Source: an optimization exercise on an open RTL-to-GDS flow (aim: small area, a short achievable clock period and few clock cycles). Production flows keep margins and buffers that such runs may drop. Where RTL was checked, it was by simulation tests only, not by an equivalence proof against the original. Power is estimated from default activity; no workload was simulated.

==> flow/design.v <==
`timescale 1ns/1ps
`default_nettype none
package mem_pkg;
  localparam int MEM_TAG_BITS     = 4;
  localparam int NUM_MEM_TAGS     = 1 << MEM_TAG_BITS;
  localparam int WORD_OFFSET_BITS = 3;   
  localparam int ICACHE_IDX_BITS  = 5;
  localparam int ICACHE_TAG_BITS  = 8;
  typedef enum logic [1:0] {
    BUS_NONE  = 2'h0,
    BUS_LOAD  = 2'h1,
    BUS_STORE = 2'h2
  } bus_command_e;
  typedef logic [MEM_TAG_BITS-1:0] mem_tag_t;   
  typedef logic [63:0]             addr_t;
  typedef logic [63:0]             word_t;
  typedef enum logic [0:0] {
    DATA_LOAD  = 1'b0,
    DATA_STORE = 1'b1
  } data_op_e;
  typedef struct packed {
    addr_t addr;
  } fetch_req_t;
  typedef struct packed {
    data_op_e op;
    addr_t    addr;
    word_t    data;
  } data_req_t;
  typedef struct packed {
    bus_command_e command;
    addr_t        addr;
    word_t        data;
  } bus_req_t;
  typedef struct packed {
    mem_tag_t response;   
    mem_tag_t tag;        
    word_t    data;
  } bus_rsp_t;
endpackage
`default_nettype wire
`timescale 1ns/1ps
`default_nettype none
module mem_front_top #(
  parameter int QUEUE_DEPTH = 4
) (
  input  logic         clock,
  input  logic         reset,
  input  logic         fetch_req,           
  input  logic [63:0]  fetch_addr,
  output logic         fetch_ack,
  output logic [63:0]  fetch_data,
  input  logic         data_req,            
  input  logic [128:0] data_cmd,            
  output logic         data_ack,
  output logic [63:0]  load_data,
  output logic [1:0]   proc2mem_command,
  output logic [63:0]  proc2mem_addr,
  output logic [63:0]  proc2mem_data,
  input  logic [3:0]   mem2proc_response,
  input  logic [63:0]  mem2proc_data,
  input  logic [3:0]   mem2proc_tag
);
  logic       own_f;     
  logic       f_acked;   
  logic       f_pend;    
  logic [3:0] f_tag;
  logic       d_pend;    
  logic f_bid, d_bid, d_store, accepted, f_ret, d_ret;
  assign d_store  = data_cmd[128];
  assign f_bid    = own_f && fetch_req && !f_pend;
  assign d_bid    = !own_f && data_req && !d_pend;
  assign accepted = (mem2proc_response != 4'd0);
  assign proc2mem_command = {d_bid && d_store, f_bid || (d_bid && !d_store)};
  assign proc2mem_addr    = {data_cmd[127:80] & {48{!own_f}},
                             own_f ? fetch_addr[15:3] : data_cmd[79:67],
                             3'b000};
  assign proc2mem_data    = data_cmd[63:0];
  assign f_ret = f_pend && (mem2proc_tag == f_tag);
  assign d_ret = d_pend && (mem2proc_tag != 4'd0) && !f_ret;
  assign fetch_ack  = f_ret;
  assign fetch_data = mem2proc_data;
  assign data_ack   = d_ret || (d_bid && d_store && accepted);
  assign load_data  = mem2proc_data;
  always_ff @(posedge clock) begin
    if (reset) begin
      own_f   <= 1'b0;
      f_acked <= 1'b0;
      f_pend  <= 1'b0;
      d_pend  <= 1'b0;
    end else begin
      own_f   <= f_acked || (fetch_req && !f_pend && !(f_bid && accepted) && !f_ret);
      f_acked <= f_ret;
      if (f_ret) f_pend <= 1'b0;
      else if (f_bid && accepted) f_pend <= 1'b1;
      if (d_ret) d_pend <= 1'b0;
      else if (d_bid && !d_store && accepted) d_pend <= 1'b1;
    end
  end
  always_ff @(posedge clock) begin
    if (f_bid && accepted) f_tag <= mem2proc_response;
  end
endmodule
`default_nettype wire
export LEC_CHECK = 0
export CAP_MARGIN = 20
export CORE_AREA = 5 5 180 180
export CTS_BUF_LIST = sky130_fd_sc_hd__clkbuf_2
export DIE_AREA = 0 0 185 185
export SETUP_SLACK_MARGIN = 2.68
export SLEW_MARGIN = 20
create_clock -name core_clock -period 6.0 [get_ports {clock}]
standard.sh (not shown) runs the stock make flow with config.mk's settings and CLKGATE_MAP_FILE= SYNTH_SCRIPT=/design/flow/synth_recipe.tcl, a recipe that flattens the netlist after the stock synthesis.
==> flow/flow/run.sh <==
#!/bin/bash
# The standard layout, with the smallest buffer on every port.
set -euo pipefail
export BUFFER_PORTS_ARGS="-buffer_cell sky130_fd_sc_hd__buf_1"
bash standard.sh > standard.log 2>&1
Rerun with:
--- a/flow/design.v
+++ b/flow/design.v
@@ -72,14 +72,19 @@
   assign accepted = (mem2proc_response != 4'd0);
   assign proc2mem_command = {d_bid && d_store, f_bid || (d_bid && !d_store)};
   assign proc2mem_addr    = {data_cmd[127:80] & {48{!own_f}},
                              own_f ? fetch_addr[15:3] : data_cmd[79:67],
                              3'b000};
   assign proc2mem_data    = data_cmd[63:0];
-  assign f_ret = f_pend && (mem2proc_tag == f_tag);
-  assign d_ret = d_pend && (mem2proc_tag != 4'd0) && !f_ret;
+  logic [3:0] tag_x;
+  logic       tag_eq, tag_nz;
+  assign tag_x  = mem2proc_tag ^ f_tag;
+  assign tag_eq = !(tag_x[0] || tag_x[1] || tag_x[2] || tag_x[3]);
+  assign tag_nz = mem2proc_tag[0] || mem2proc_tag[1] || mem2proc_tag[2] || mem2proc_tag[3];
+  assign f_ret  = f_pend && tag_eq;
+  assign d_ret  = d_pend && tag_nz && !tag_eq;
   assign fetch_ack  = f_ret;
   assign fetch_data = mem2proc_data;
   assign data_ack   = d_ret || (d_bid && d_store && accepted);
   assign load_data  = mem2proc_data;
   always_ff @(posedge clock) begin
     if (reset) begin
@@ -94,10 +99,11 @@
       else if (f_bid && accepted) f_pend <= 1'b1;
       if (d_ret) d_pend <= 1'b0;
       else if (d_bid && !d_store && accepted) d_pend <= 1'b1;
     end
   end
   always_ff @(posedge clock) begin
-    if (f_bid && accepted) f_tag <= mem2proc_response;
+    if (reset || f_ret) f_tag <= 4'd0;
+    else if (f_bid && accepted) f_tag <= mem2proc_response;
   end
 endmodule
 `default_nettype wire
Final cell count is lower by 1.0%. Worst setup slack gains 0.24 ns. Routed wire length is higher by 9.2%. Cell area is lower by 5.3%. Power is lower by 5.0%. Die area is unchanged. Count of clock-buffer cells in the layout is lower by 1. Combinational power is lower by about 5%. Worst hold slack gains 0.015 ns. Synthesized area is higher by 1.3%. Fmax is higher by 7.2%.
Testbench counts after the change, summed over its fixed seeds: cycles 24,588.
No functional check of the RTL was part of the first run of this note.

---

## v6
Another version of the RTL of mem_front_top (not shown whole).
Size in the first run: about 8 flip-flops, roughly 2400 um2 of cells after synthesis.
==> module mem_front_top, before the edit <==
module mem_front_top #(
  parameter int QUEUE_DEPTH = 4
) (
  input  logic         clock,
  input  logic         reset,
  input  logic         fetch_req,           
  input  logic [63:0]  fetch_addr,
  output logic         fetch_ack,
  output logic [63:0]  fetch_data,
  input  logic         data_req,            
  input  logic [128:0] data_cmd,            
  output logic         data_ack,
  output logic [63:0]  load_data,
  output logic [1:0]   proc2mem_command,
  output logic [63:0]  proc2mem_addr,
  output logic [63:0]  proc2mem_data,
  input  logic [3:0]   mem2proc_response,
  input  logic [63:0]  mem2proc_data,
  input  logic [3:0]   mem2proc_tag
);
  logic       own_f;     
  logic       f_acked;   
  logic       f_pend;    
  logic [3:0] f_tag;
  logic       d_pend;    
  logic f_bid, d_bid, d_store, accepted, f_ret, d_ret;
  assign d_store  = data_cmd[128];
  assign f_bid    = own_f && fetch_req && !f_pend;
  assign d_bid    = !own_f && data_req && !d_pend;
  assign accepted = (mem2proc_response != 4'd0);
  assign proc2mem_command = {d_bid && d_store, f_bid || (d_bid && !d_store)};
  assign proc2mem_addr    = {data_cmd[127:80] & {48{!own_f}},
                             own_f ? fetch_addr[15:3] : data_cmd[79:67],
                             data_cmd[66:64]};
  assign proc2mem_data    = data_cmd[63:0];
  logic [3:0] tag_x;
  logic       tag_eq, tag_nz;
  assign tag_x  = mem2proc_tag ^ f_tag;
  assign tag_eq = !(tag_x[0] || tag_x[1] || tag_x[2] || tag_x[3]);
  assign tag_nz = mem2proc_tag[0] || mem2proc_tag[1] || mem2proc_tag[2] || mem2proc_tag[3];
  assign f_ret  = f_pend && tag_eq;
  assign d_ret  = d_pend && tag_nz && !tag_eq;
  assign fetch_ack  = f_ret;
  assign fetch_data = mem2proc_data;
  assign data_ack   = d_ret || (d_bid && d_store && accepted);
  assign load_data  = mem2proc_data;
  always_ff @(posedge clock) begin
    if (reset) begin
      own_f   <= 1'b0;
      f_acked <= 1'b0;
      f_pend  <= 1'b0;
      d_pend  <= 1'b0;
    end else begin
      own_f   <= f_acked || (fetch_req && !f_pend && !(f_bid && accepted) && !f_ret);
      f_acked <= f_ret;
      if (f_ret) f_pend <= 1'b0;
      else if (f_bid && accepted) f_pend <= 1'b1;
      if (d_ret) d_pend <= 1'b0;
      else if (d_bid && !d_store && accepted) d_pend <= 1'b1;
    end
  end
  always_ff @(posedge clock) begin
    if (reset || f_ret) f_tag <= 4'd0;
    else if (f_bid && accepted) f_tag <= mem2proc_response;
  end
endmodule
clock: 6.0 ns
lec_check: 0
cap_margin: 20
core_area: 5 5 180 180
cts_buf_list: sky130_fd_sc_hd__clkbuf_2
die_area: 0 0 185 185
setup_slack_margin: 2.68
slew_margin: 20
Scripts as last shown in full above: flow/flow/run.sh
v6 completed; timing, DRC and antenna clean
Testbench counts of v6, summed over its fixed seeds: cycles 24,588.
Setup changes, v6 to v7
diff --git a/flow/design.v b/flow/design.v
--- a/flow/design.v
+++ b/flow/design.v
@@ -71,11 +71,11 @@
   assign d_bid    = !own_f && data_req && !d_pend;
   assign accepted = (mem2proc_response != 4'd0);
   assign proc2mem_command = {d_bid && d_store, f_bid || (d_bid && !d_store)};
   assign proc2mem_addr    = {data_cmd[127:80] & {48{!own_f}},
                              own_f ? fetch_addr[15:3] : data_cmd[79:67],
-                             data_cmd[66:64]};
+                             3'b000};
   assign proc2mem_data    = data_cmd[63:0];
   logic [3:0] tag_x;
   logic       tag_eq, tag_nz;
   assign tag_x  = mem2proc_tag ^ f_tag;
   assign tag_eq = !(tag_x[0] || tag_x[1] || tag_x[2] || tag_x[3]);
@@ -93,17 +93,18 @@
       f_pend  <= 1'b0;
       d_pend  <= 1'b0;
     end else begin
       own_f   <= f_acked || (fetch_req && !f_pend && !(f_bid && accepted) && !f_ret);
       f_acked <= f_ret;
-      if (f_ret) f_pend <= 1'b0;
-      else if (f_bid && accepted) f_pend <= 1'b1;
+      if (f_bid && accepted) f_pend <= 1'b1;
+      else if (f_acked) f_pend <= 1'b0;
       if (d_ret) d_pend <= 1'b0;
       else if (d_bid && !d_store && accepted) d_pend <= 1'b1;
     end
   end
   always_ff @(posedge clock) begin
-    if (reset || f_ret) f_tag <= 4'd0;
+    if (reset) f_tag <= 4'd0;
     else if (f_bid && accepted) f_tag <= mem2proc_response;
+    else if (f_acked) f_tag <= 4'd0;
   end
 endmodule
 `default_nettype wire
Notes after the runs:
- Post-cts sizing count in v7 vs v6: up 2
- Lower maximum vdd drop goes to v6 over v7.
- Between v6 and v7, the difference in internal power of the cells is negligible.
- ~same area of the mapped netlist in v6 and v7
- Smallest hold slack (v7 over v6): increase, 76 ps
- Global routing met3 resource utilization ended up 0.57 points higher on v7 than on v6.
- Between v7 and v6, the worst setup margin figures differ only marginally.
- When the final numbers for v6 and v7 were put side by side, the sequential group share of total power turned out to be greater in v6.
- The final reports for v7 and v6 show fraction of final layout cells with drive strength greater than 1 higher in the former.
- [diff] post-detailed-routing wire length, v7 relative to v6: improvement
Function not checked in v7: the RTL went through the layout flow alone.

-- static timing again, ports no longer ideal --
The flow's constraints put no driver on any port. The routed layouts listed below were extracted and timed again, unchanged, in two steps.
Step 1: set_driving_cell puts a clkbuf_16 on clock and a buf_2 on each other input, an assumption about the parent block.
Step 2 also shifts input and output timing later by t, the mid clock arrival at the registers, as if the neighbouring blocks saw the same clock.
Three values: no drivers, after step 1, after step 2; two values: the first two.
run | t, ns | slack for setup (ns) | worst setup path at the end | worst register clock-pin slew, ns
the first run of note 1 | 0.246 | 2.502 / 2.450 / 2.450 | input to output | 0.08 / 0.08
the second run of note 1 | 0.247 | 2.739 / 2.716 / 2.716 | input to output | 0.07 / 0.07
v6 | 0.252 | 2.737 / 2.706 / 2.706 | input to output | 0.07 / 0.07
v7 | 0.271 | 2.738 / 2.684 / 2.684 | input to output | 0.08 / 0.08
After both steps setup and hold are still met in every run listed. For v7, which loses most, drivers alone change the setup slack by -0.054 ns; drivers and shift together by -0.054 ns.
